This is an optimization exercise on Yosys and OpenROAD, whose aim is small area, a short achievable clock period and few clock cycles, not a production implementation. Function was checked by simulation only, so behaviour that the tests miss may differ from the original.

==> v32 <==
## stick_radial_dead_zone
module stick_radial_dead_zone #(
    parameter int SAMPLE_BITS = 16
) (
    input  logic                            aclk,
    input  logic                            aresetn,
    input  logic                            cfg_we,
    input  logic [srdz_pkg::DEAD_W-1:0]     cfg_wdata,    
    input  logic                            s_tvalid,
    output logic                            s_tready,
    input  logic [2*srdz_pkg::DATA_W-1:0]   s_tdata,      
    output logic                            m_tvalid,
    input  logic                            m_tready,
    output logic [2*srdz_pkg::DATA_W-1:0]   m_tdata,      
    output logic [0:0]                      m_tuser       
);
    logic [14:0] dead_reg;
    logic [15:0] nden;           
    logic        dead_full;      
    logic en;
    logic m_v_reg;
    logic [15:0] m_x_reg, m_y_reg;
    logic m_dz_reg;
    assign en       = !m_v_reg || m_tready;
    assign s_tready = en;
    assign m_tvalid = m_v_reg;
    assign m_tdata  = {m_y_reg[15] ? -{1'b0, m_y_reg[14:0]} : {1'b0, m_y_reg[14:0]},
                       m_x_reg[15] ? -{1'b0, m_x_reg[14:0]} : {1'b0, m_x_reg[14:0]}};
    assign m_tuser  = m_dz_reg;
    always_ff @(posedge aclk) begin
        if (!aresetn) begin
            dead_reg <= srdz_pkg::DEAD_RESET;
        end else if (cfg_we) begin
            dead_reg <= cfg_wdata;
        end
    end
    always_ff @(posedge aclk) begin
        nden      <= 16'd32769 + {1'b0, dead_reg};
  ...
Settings: LEC_CHECK=0, ABC_AREA=1, CAP_MARGIN=20, CORE_MARGIN=2, CORE_UTILIZATION=50, CTS_BUF_LIST=sky130_fd_sc_hd__clkbuf_8, CTS_CLUSTER_SIZE=30, SETUP_SLACK_MARGIN=2.5, SLEW_MARGIN=20; clock period 8.0 ns.
run.sh (not shown) runs the stock make flow with config.mk's settings and CLKGATE_MAP_FILE= SYNTH_SCRIPT=/design/flow/synth_recipe.tcl, a recipe that flattens the netlist after the stock synthesis.
==> inputs of v18, as changes to v32 <==
Settings changed: SETUP_SLACK_MARGIN 2.5 to 3.0, TNS_END_PERCENT set to 0.
==> out/results.ini <==
[layout]
stdcell_count = 16018
multiInputGateArea_sq_um = 60690

[timing]
drv_slew = 1

[global_route]
use_met2 = 0.4016

[status]
so_faults = max-capacitance violations, max-slew violations
outcome = complete, but fails checks

[detailed_routing]
met1_length_mm = 121.1
drt_wl_total_mm = 287.2

[job]
max-cap-violations = 1

-- figures above: v32

==> out/results.ini <==
[status]
outcome = complete, no violations

[die]
rows = 180

[detailed_routing]
drt_wl_total_mm = 293.1
met1_length_mm = 123.4

[timing]
drv_slew = 0

[job]
max-cap-violations = 0

[global_route]
use_met2 = 0.4077
grt_max_degree = 186

[layout]
multiInputGateArea_sq_um = 61640
stdcell_count = 16138

[synth]
synth_xor_area_frac = 0.05663

-- figures above: v18

Testbench counts of v32, summed over its fixed seeds: cycles 12,184.
Testbench counts of v18, summed over its fixed seeds: cycles 12,184.

==> run H <==
Starting RTL as in the previous note.
make LEC_CHECK=0 ABC_AREA=1 CAP_MARGIN=30 CORE_MARGIN=2 CORE_UTILIZATION=55 CTS_BUF_LIST=sky130_fd_sc_hd__clkbuf_8 CTS_CLUSTER_SIZE=30 SETUP_SLACK_MARGIN=3.5 SLEW_MARGIN=30 TNS_END_PERCENT=0 finish   # period 8.0 ns
==> inputs of run E, as changes to run H <==
- CORE_UTILIZATION: 55 -> 50
- HOLD_SLACK_MARGIN: unset -> 0.0
- SETUP_SLACK_MARGIN: 3.5 -> 3.0
==> qor summary <==
Number of CTS-inserted buffers: run H 329; run E 334
Nets: run H 14.6k; run E 14.5k
Clock transition at the register clock pins on the worst setup and hold paths after CTS: run H 0.07 ns; run E 0.06 ns
N_diodes: run H 3; run E 6
End-of-flow core utilization: run H 63.5%; run E 57.4%
Number of antenna violations at the first check in global routing: run H 5; run E 6
Post-CTS setup buffers: run H 314; run E 152
Run status: run H no timing/DRC/antenna violations; run E no timing/DRC/antenna violations
Grt met2 use: run H 45.1%; run E 40.7%
Wire length of the first global-routing pass: run H 463000 microns; run E 457000 microns
Headroom to the max-slew limit: run H 34.0%; run E 31.2%
Core Box Area: run H 219000 sq um; run E 241000 sq um
Critical Path RT: run H 8.80 ns; run E 8.83 ns
Top sig layer: run H met5; run E met4
Vert. Die Dim: run H 473 microns; run E 496 microns
Placed instance count: run H 14.9k; run E 15.2k
Testbench counts of run H, summed over its fixed seeds: cycles 12,184.
Testbench counts of run E, summed over its fixed seeds: cycles 12,184.

## what the ideal ports hide
Ports are ideal in the flow. The routed layouts listed here were re-timed in OpenROAD.
Step 1 sets driving cells, clkbuf_16 on the clock port and buf_2 on the other inputs (assumed; they add their load-dependent delay and slew).
Step 2, shift: input delay + t, output delay - t, t = (earliest + latest rising clock arrival at the registers) / 2. This alone moves slack from input paths to output paths.
a / b / c = ideal ports / drivers / drivers and shift; a / b = the first two.
| run | shift t [ns] | slack for setup (ns) | clock arrival spread, ns |
|---|---|---|---|
| v32 | 1.106 | 2.700 / 2.685 / 2.700 | 0.098 / 0.099 |
| v18 | 1.112 | 2.785 / 2.785 / 2.785 | 0.100 / 0.100 |
| run H | 1.116 | 2.735 / 2.735 / 2.735 | 0.095 / 0.094 |
| run E | 1.118 | 2.763 / 2.763 / 2.763 | 0.119 / 0.119 |
